Context: an optimization exercise on an open-source flow, tuned for small area and few clock cycles per item. The choices shown serve that exercise and are no tape-out recipe. The RTL was checked by simulation tests, not by an equivalence proof against the original design. The clock port is modelled as an ideal driver; clocking choices that lean on that would not hold on a real chip. Power figures rest on the tool's default switching activity, not on a simulated workload.

==> build 86 <==
==> flow/design.v (excerpt) <==
module indexed_list_store_top #(
    parameter int DEPTH = ils_pkg::DEPTH_DEFAULT
) (
    input  wire                                 i_clk,
    input  wire                                 i_rst_n,
    input  wire  [ils_pkg::IN_TDATA_W-1:0]      s_axis_tdata,
    input  wire                                 s_axis_tvalid,
    output logic                                s_axis_tready,
    output logic [ils_pkg::OUT_TDATA_W-1:0]     m_axis_tdata,
    output logic                                m_axis_tvalid,
    input  wire                                 m_axis_tready
);
    localparam int IW = ils_pkg::IDX_W;
    localparam logic [IW-1:0] LAST = IW'(DEPTH - 1);
    function automatic logic [5:0] f_add31(input logic [4:0] x, input logic [4:0] y);
        logic [4:0] g, p, c;
        logic       cin;
        g   = x & y;
        p   = x ^ y;
        cin = g[4] | (p[4] & g[3]) | (p[4] & p[3] & g[2]) | (p[4] & p[3] & p[2] & g[1]) |
              (p[4] & p[3] & p[2] & p[1] & g[0]) | (&p);
        c[0] = cin;
        c[1] = g[0] | (p[0] & cin);
        c[2] = g[1] | (p[1] & g[0]) | (p[1] & p[0] & cin);
        c[3] = g[2] | (p[2] & g[1]) | (p[2] & p[1] & g[0]) | (p[2] & p[1] & p[0] & cin);
        c[4] = g[3] | (p[3] & g[2]) | (p[3] & p[2] & g[1]) | (p[3] & p[2] & p[1] & g[0]) |
               (p[3] & p[2] & p[1] & p[0] & cin);
        f_add31 = {cin, p ^ c};
    endfunction
    logic [ils_pkg::CMD_W-1:0]  w_cmd;
    logic [ils_pkg::POS_W-1:0]  w_pos;
    logic [ils_pkg::WORD_W-1:0] w_val;
    logic                       w_exec;      
    assign w_exec   = s_axis_tvalid && s_axis_tready;
    assign w_cmd    = s_axis_tdata[2:0];
    assign w_pos    = s_axis_tdata[7:3];
    assign w_val    = s_axis_tdata[39:8];
    logic [IW-1:0]              r_len;
    logic [IW-1:0]              r_head;
    logic                       r_out_valid;
    logic [ils_pkg::STAT_W-1:0] r_status;
    logic                       r_rd;
  ...
Settings: LEC_CHECK=0, CAP_MARGIN=20, CORE_MARGIN=2, CORE_UTILIZATION=55, GPL_TIMING_DRIVEN=1, SETUP_SLACK_MARGIN=0.25, SLEW_MARGIN=20, SYNTH_HIERARCHICAL=1, SYNTH_MINIMUM_KEEP_SIZE=0; clock period 5.5 ns.
standard.sh (not shown) runs the stock make flow with config.mk's settings and CLKGATE_MAP_FILE= SYNTH_SCRIPT=/design/flow/synth_recipe.tcl, a recipe that flattens the netlist after the stock synthesis.
==> flow/flow/run.sh <==
#!/bin/bash
# Layout flow: the standard synthesis, then the standard ORFS steps with
# a few settings changed (see the make variables below). Each step's full
# output goes to a log file in the work folder.
set -euo pipefail
W=$(pwd)
F=$W/flow
TARGET=${OWN_TARGET:-finish}

# The standard synthesis, unchanged.
bash standard.sh synth > "$W/log_1_synth.txt" 2>&1

# Floorplan to final layout.
#  REMOVE_ABC_BUFFERS: drop the buffers that synthesis put on high-fanout
#    nets; repair_design buffers them again from the placement.
#  BUFFER_PORTS_ARGS: every port still gets a buffer, a plain buf_2.
#  CTS_ARGS: leaf clusters of up to 30 flip-flops on clkbuf_16, no dummy loads.
#  POST_RESIZE_TCL (post_resize.tcl): after repair_design, shrink buffers and
#    gates that are larger than their loads and timing need (downsize.tcl).
#  POST_CTS_TCL (post_cts.tcl): upsize clock buffers whose flip-flops see a
#    clock slew above OWN_CLK_SLEW_PS, then shrink logic again.
bash standard.sh \
  REMOVE_ABC_BUFFERS=1 \
  BUFFER_PORTS_ARGS="-buffer_cell sky130_fd_sc_hd__buf_2" \
  CTS_ARGS="${OWN_CTS_ARGS:--sink_clustering_enable -repair_clock_nets -dont_use_dummy_load -buf_list sky130_fd_sc_hd__clkbuf_16 -sink_clustering_size 30 -sink_clustering_max_diameter 100}" \
  OWN_FLOW_DIR="$F" OWN_CLK_SLEW_PS=100 POST_RESIZE_TCL="$F/post_resize.tcl" POST_CTS_TCL="$F/post_cts.tcl" \
  "$TARGET" > "$W/log_2_layout.txt" 2>&1
Other scripts of this flow, unchanged in this note and not shown: flow/flow/downsize.tcl, flow/flow/post_cts.tcl, flow/flow/post_resize.tcl
==> build 75 (differences from build 86) <==
--- a/flow/design.v
+++ b/flow/design.v
@@ -177,18 +177,17 @@
     assign w_cmd    = s_axis_tdata[2:0];
     assign w_pos    = s_axis_tdata[7:3];
     assign w_val    = s_axis_tdata[39:8];
     logic [IW-1:0]              r_len;
     logic [IW-1:0]              r_head;
     logic                       r_out_valid;
     logic [ils_pkg::STAT_W-1:0] r_status;
     logic                       r_rd;
-    logic [7:0]                 r_rd_hi;     
-    logic [3:0]                 r_rd_lo;     
+    logic [IW-1:0]              r_rd_idx;
     logic w_full, w_pos_lt, w_pos_gt;
     logic w_app, w_rd, w_rep, w_rem, w_ins;
     logic [ils_pkg::STAT_W-1:0] w_status;
     logic [IW-1:0] w_len_n;
     logic [IW-1:0] w_head1;  
     logic [IW-1:0] w_a;      
     logic [IW-1:0] w_b;      
     logic [IW-1:0] w_p;
@@ -262,19 +261,17 @@
             .i_gt   (w_gt_q[j]),
             .i_nw   (w_nwrap),
             .i_sv   (w_sv[j]),
             .o_hold (w_hold[j]),
             .o_sl   (w_sl[j])
         );
     end
     logic [DEPTH-1:0] w_rd_sel;
-    for (genvar j = 0; j < DEPTH; j++) begin : g_rd_sel
-        assign w_rd_sel[j] = r_rd_hi[j / 4] && r_rd_lo[j % 4];
-    end
+    ils_dec #(.DEPTH (DEPTH)) u_rd_sel (.i_x (r_rd_idx), .i_en (r_rd), .o_sel (w_rd_sel));
     logic [ils_pkg::WORD_W-1:0] w_rd_data;
     logic r_phase;
     always_ff @(posedge i_clk) begin
         if (!i_rst_n) r_phase <= 1'b0;
         else          r_phase <= !r_phase;
     end
     ils_chain #(
         .DEPTH (DEPTH)
@@ -304,18 +301,17 @@
                 r_out_valid <= 1'b0;
             end
         end
     end
     always_ff @(posedge i_clk) begin
         if (w_exec) begin
             r_status <= w_status;
             r_rd     <= w_rd;
-            for (int k = 0; k < 8; k++) r_rd_hi[k] <= w_rd && (w_a[4:2] == 3'(k));
-            for (int m = 0; m < 4; m++) r_rd_lo[m] <= (w_a[1:0] == 2'(m));
+            r_rd_idx <= w_a;
         end
     end
     assign m_axis_tvalid = r_out_valid;
     assign m_axis_tdata  = {1'b0, r_status, r_len, w_rd_data};
 endmodule
 module ils_therm #(
     parameter int DEPTH = ils_pkg::DEPTH_DEFAULT,
     parameter bit GE    = 1'b1
==> flow/flow/run.sh (replaced) <==
#!/bin/bash
# Layout flow: the standard synthesis, then the standard ORFS steps with
# a few settings changed (see the make variables below). Each step's full
# output goes to a log file in the work folder.
set -euo pipefail
W=$(pwd)
F=$W/flow
TARGET=${OWN_TARGET:-finish}

# The standard synthesis, unchanged.
bash standard.sh synth > "$W/log_1_synth.txt" 2>&1

# Floorplan to final layout.
#  REMOVE_ABC_BUFFERS: drop the buffers that synthesis put on high-fanout
#    nets; repair_design buffers them again from the placement.
#  BUFFER_PORTS_ARGS: every port still gets a buffer, a plain buf_2.
#  CTS_ARGS: leaf clusters of up to 25 flip-flops on clkbuf_16, no dummy loads.
bash standard.sh \
  REMOVE_ABC_BUFFERS=1 \
  BUFFER_PORTS_ARGS="-buffer_cell sky130_fd_sc_hd__buf_2" \
  CTS_ARGS="${OWN_CTS_ARGS:--sink_clustering_enable -repair_clock_nets -dont_use_dummy_load -buf_list sky130_fd_sc_hd__clkbuf_16 -sink_clustering_size 25 -sink_clustering_max_diameter 90}" \
  OWN_FLOW_DIR="$F" OWN_CLK_SLEW_PS=100 POST_RESIZE_TCL="$F/post_resize.tcl" POST_CTS_TCL="$F/post_cts.tcl" \
  "$TARGET" > "$W/log_2_layout.txt" 2>&1
Settings changed: GPL_TIMING_DRIVEN 1 to 0.
==> trial 45 (differences from build 86) <==
--- a/flow/design.v
+++ b/flow/design.v
@@ -22,57 +22,61 @@
 `default_nettype wire
 `timescale 1ns / 1ps
 `default_nettype none
 module ils_cell (
     input  wire                          i_clk,
     input  wire                          i_hold,
     input  wire                          i_sv,
     input  wire                          i_sl,
-    input  wire  [ils_pkg::WORD_W-1:0]   i_x,
-    input  wire  [ils_pkg::WORD_W-1:0]   i_left,
-    output logic [ils_pkg::WORD_W-1:0]   o_s
+    input  wire  [ils_pkg::WORD_W-1:0]   i_val,
+    input  wire  [ils_pkg::WORD_W-1:0]   i_left_s,
+    input  wire                          i_left_p,
+    output logic [ils_pkg::WORD_W-1:0]   o_s,
+    output logic                         o_p
 );
     localparam int W = ils_pkg::WORD_W;
     logic [W-1:0] r_s;
+    logic         r_p;
     always_ff @(posedge i_clk) begin
-        r_s <= ~((r_s & {W{i_hold}}) | (i_x & {W{i_sv}}) | (i_left & {W{i_sl}}));
+        r_s <= ~((r_s & {W{i_hold}}) | (i_val & {W{i_sv}}) | (i_left_s & {W{i_sl}}));
+        r_p <= ~((r_p & i_hold) | (i_left_p & i_sl));
     end
     assign o_s = r_s;
+    assign o_p = r_p;
 endmodule
 `default_nettype wire
 `timescale 1ns / 1ps
 `default_nettype none
 module ils_chain #(
     parameter int DEPTH = ils_pkg::DEPTH_DEFAULT
 ) (
     input  wire                          i_clk,
     input  wire  [DEPTH-1:0]             i_hold,
     input  wire  [DEPTH-1:0]             i_sv,
     input  wire  [DEPTH-1:0]             i_sl,
     input  wire  [ils_pkg::WORD_W-1:0]   i_val,
-    input  wire                          i_phase,     
-    input  wire                          i_rd_inv,    
     input  wire  [DEPTH-1:0]             i_rd_sel,    
     output logic [ils_pkg::WORD_W-1:0]   o_rd_data
 );
     localparam int W = ils_pkg::WORD_W;
-    logic [W-1:0] w_q [DEPTH];
-    logic [W-1:0] w_x;
-    assign w_x = i_val ^ {W{i_phase}};
+    logic [W-1:0]     w_q [DEPTH];
+    logic [DEPTH-1:0] w_p;
     for (genvar g = 0; g < DEPTH; g++) begin : g_cell
         localparam int LEFT = (g == 0) ? DEPTH - 1 : g - 1;
         ils_cell u_cell (
             .i_clk    (i_clk),
             .i_hold   (i_hold[g]),
             .i_sv     (i_sv[g]),
             .i_sl     (i_sl[g]),
-            .i_x      (w_x),
-            .i_left   (w_q[LEFT]),
-            .o_s      (w_q[g])
+            .i_val    (i_val),
+            .i_left_s (w_q[LEFT]),
+            .i_left_p (w_p[LEFT]),
+            .o_s      (w_q[g]),
+            .o_p      (w_p[g])
         );
     end
     localparam int G = (DEPTH + 2) / 3;
     logic [W-1:0] w_n [G];
     for (genvar g = 0; g < G; g++) begin : g_rd
         localparam int C0 = 3 * g;
         if (C0 + 3 <= DEPTH) begin : g_three
             ils_rd3 u_rd (
@@ -95,21 +99,23 @@
         end else begin : g_one
             ils_rd1 u_rd (
                 .i_q0 (w_q[C0]),
                 .i_s0 (i_rd_sel[C0]),
                 .o_n  (w_n[g])
             );
         end
     end
+    logic w_rd_p;
+    assign w_rd_p = |(w_p & i_rd_sel);
     always_comb begin
         logic [W-1:0] all_n;
         all_n = '1;
         for (int k = 0; k < G; k++) all_n = all_n & w_n[k];
-        o_rd_data = ~all_n ^ {W{i_rd_inv}};
+        o_rd_data = ~all_n ^ {W{w_rd_p}};
     end
 endmodule
 module ils_rd3 (
     input  wire  [ils_pkg::WORD_W-1:0] i_q0,
     input  wire                        i_s0,
     input  wire  [ils_pkg::WORD_W-1:0] i_q1,
     input  wire                        i_s1,
     input  wire  [ils_pkg::WORD_W-1:0] i_q2,
@@ -177,18 +183,17 @@
     assign w_cmd    = s_axis_tdata[2:0];
     assign w_pos    = s_axis_tdata[7:3];
     assign w_val    = s_axis_tdata[39:8];
     logic [IW-1:0]              r_len;
     logic [IW-1:0]              r_head;
     logic                       r_out_valid;
     logic [ils_pkg::STAT_W-1:0] r_status;
     logic                       r_rd;
-    logic [7:0]                 r_rd_hi;     
-    logic [3:0]                 r_rd_lo;     
+    logic [IW-1:0]              r_rd_idx;
     logic w_full, w_pos_lt, w_pos_gt;
     logic w_app, w_rd, w_rep, w_rem, w_ins;
     logic [ils_pkg::STAT_W-1:0] w_status;
     logic [IW-1:0] w_len_n;
     logic [IW-1:0] w_head1;  
     logic [IW-1:0] w_a;      
     logic [IW-1:0] w_b;      
     logic [IW-1:0] w_p;
@@ -262,35 +267,26 @@
             .i_gt   (w_gt_q[j]),
             .i_nw   (w_nwrap),
             .i_sv   (w_sv[j]),
             .o_hold (w_hold[j]),
             .o_sl   (w_sl[j])
         );
     end
     logic [DEPTH-1:0] w_rd_sel;
-    for (genvar j = 0; j < DEPTH; j++) begin : g_rd_sel
-        assign w_rd_sel[j] = r_rd_hi[j / 4] && r_rd_lo[j % 4];
-    end
+    ils_dec #(.DEPTH (DEPTH)) u_rd_sel (.i_x (r_rd_idx), .i_en (r_rd), .o_sel (w_rd_sel));
     logic [ils_pkg::WORD_W-1:0] w_rd_data;
-    logic r_phase;
-    always_ff @(posedge i_clk) begin
-        if (!i_rst_n) r_phase <= 1'b0;
-        else          r_phase <= !r_phase;
-    end
     ils_chain #(
         .DEPTH (DEPTH)
     ) u_chain (
         .i_clk     (i_clk),
         .i_hold    (w_hold),
         .i_sv      (w_sv),
         .i_sl      (w_sl),
         .i_val     (w_val),
-        .i_phase   (r_phase),
-        .i_rd_inv  (r_phase && r_rd),
         .i_rd_sel  (w_rd_sel),
         .o_rd_data (w_rd_data)
     );
     assign s_axis_tready = !r_out_valid || m_axis_tready;
     always_ff @(posedge i_clk) begin
         if (!i_rst_n) begin
             r_len       <= '0;
             r_head      <= '0;
@@ -304,18 +300,17 @@
                 r_out_valid <= 1'b0;
             end
         end
     end
     always_ff @(posedge i_clk) begin
         if (w_exec) begin
             r_status <= w_status;
             r_rd     <= w_rd;
-            for (int k = 0; k < 8; k++) r_rd_hi[k] <= w_rd && (w_a[4:2] == 3'(k));
-            for (int m = 0; m < 4; m++) r_rd_lo[m] <= (w_a[1:0] == 2'(m));
+            r_rd_idx <= w_a;
         end
     end
     assign m_axis_tvalid = r_out_valid;
     assign m_axis_tdata  = {1'b0, r_status, r_len, w_rd_data};
 endmodule
 module ils_therm #(
     parameter int DEPTH = ils_pkg::DEPTH_DEFAULT,
     parameter bit GE    = 1'b1
==> flow/flow/run.sh (replaced) <==
#!/bin/bash
# Layout flow: the standard synthesis, then the standard ORFS steps with
# a few settings changed (see the make variables below). Each step's full
# output goes to a log file in the work folder.
set -euo pipefail
W=$(pwd)
F=$W/flow
TARGET=${OWN_TARGET:-finish}

# The standard synthesis, unchanged.
bash standard.sh synth > "$W/log_1_synth.txt" 2>&1

# Floorplan to final layout.
#  REMOVE_ABC_BUFFERS: drop the buffers that synthesis put on high-fanout
#    nets; repair_design buffers them again from the placement.
#  BUFFER_PORTS_ARGS: every port still gets a buffer, a plain buf_2.
#  CTS_ARGS: leaf clusters of up to 30 flip-flops on clkbuf_16, no dummy loads.
bash standard.sh \
  REMOVE_ABC_BUFFERS=1 \
  BUFFER_PORTS_ARGS="-buffer_cell sky130_fd_sc_hd__buf_2" \
  CTS_ARGS="${OWN_CTS_ARGS:--sink_clustering_enable -repair_clock_nets -dont_use_dummy_load -buf_list sky130_fd_sc_hd__clkbuf_8 -sink_clustering_size 20 -sink_clustering_max_diameter 80}" \
  OWN_FLOW_DIR="$F" OWN_CLK_SLEW_PS=100 POST_RESIZE_TCL="$F/post_resize.tcl" POST_CTS_TCL="$F/post_cts.tcl" \
  "$TARGET" > "$W/log_2_layout.txt" 2>&1
Settings changed: GPL_TIMING_DRIVEN 1 to 0.
==> results.py <==
metrics = {
    "outcome": {
        "status": "timing/DRC/antenna clean",
    },
    "setup_path": {
        "crit_cells": 8,
        "rrSetupSlack_ps": 300,
    },
    "global_routing": {
        "grt_max_degree": 36,
    },
    "finish": {
        "top_regs": "u_chain.g_cell.u_cell.r_s (992), u_chain.g_cell.u_cell.r_p (31)",
        "insertedDiodeCount": 2,
        "fillCellCount": 6205,
    },
    "sta": {
        "max_slew.worst_pin.slew_ps": 1260,
    },
    "hold_path": {
        "min-delay-start": "u_chain.g_cell[26].u_cell.r_s[2]",
    },
}
Source of the figures above: trial 45

==> results.py <==
metrics = {
    "outcome": {
        "status": "timing/DRC/antenna clean",
    },
    "sta": {
        "max_slew.worst_pin.slew_ps": 1210,
        "slew_headroom": 0.196,
    },
    "hold_path": {
        "min-delay-start": "u_chain.g_cell[18].u_cell.r_s[10]",
    },
    "setup_path": {
        "crit_cells": 8,
        "rrSetupSlack_ps": 410,
    },
    "pwr": {
        "pg_seq_mw": 9.45,
    },
    "place": {
        "hpwl_mm": 109,
    },
    "finish": {
        "fillCellCount": 6322,
        "insertedDiodeCount": 2,
    },
    "global_routing": {
        "grt_max_degree": 37,
    },
}
Source of the figures above: build 75

==> results.py <==
metrics = {
    "setup_path": {
        "rrSetupSlack_ps": 390,
        "crit_cells": 7,
    },
    "finish": {
        "fillCellCount": 6563,
        "insertedDiodeCount": 3,
        "top_regs": "u_chain.g_cell.u_cell.r_s (992), r_rd_hi (8)",
    },
    "route": {
        "routed_wl_mm": 155,
    },
    "outcome": {
        "status": "timing/DRC/antenna clean",
    },
    "global_routing": {
        "grt_max_degree": 35,
    },
    "hold_path": {
        "min-delay-start": "u_chain.g_cell[19].u_cell.r_s[18]",
    },
}
Source of the figures above: build 86

Testbench counts of build 86, summed over its fixed seeds: cycles 24,008, items 24,000.
Testbench counts of build 75, summed over its fixed seeds: cycles 24,008, items 24,000.
Testbench counts of trial 45, summed over its fixed seeds: cycles 24,008, items 24,000.

[re-timing with driven ports]
No port has a modelled driver above. Below, the same layouts with a new extraction and two added sets of constraints.
Step 1, drivers: a clkbuf_16 drives i_clk and a buf_2 each remaining input, both assumed.
Step 2 adds t to the input delays and takes it off the output delays; t is the mean of the earliest and latest rising clock arrival at the registers after step 1. Input paths then give back, and output paths get back, about the clock's delay inside the block.
a / b / c = ideal ports / drivers / drivers and shift; a / b = the first two.
| run | t, ns | slack for setup (ns) | worst hold slack (ns) | worst register clock-pin slew, ns | worst slew at a driven data input, ns |
|---|---|---|---|---|---|
| build 86 | 0.665 | 0.323 / 0.252 / -0.247 | 0.444 / 0.444 / 0.444 | 0.12 / 0.12 | 0.06 |
| build 75 | 0.691 | 0.154 / 0.079 / -0.323 | 0.453 / 0.453 / 0.453 | 0.10 / 0.10 | 0.04 |
| trial 45 | 0.708 | 0.118 / 0.044 / -0.407 | 0.428 / 0.428 / 0.428 | 0.10 / 0.10 | 0.06 |
With both steps, setup timing fails in every run listed, where it was met with ideal ports. The setup slack of build 86, which loses most, moves by -0.071 ns with the drivers and by -0.570 ns with both steps.
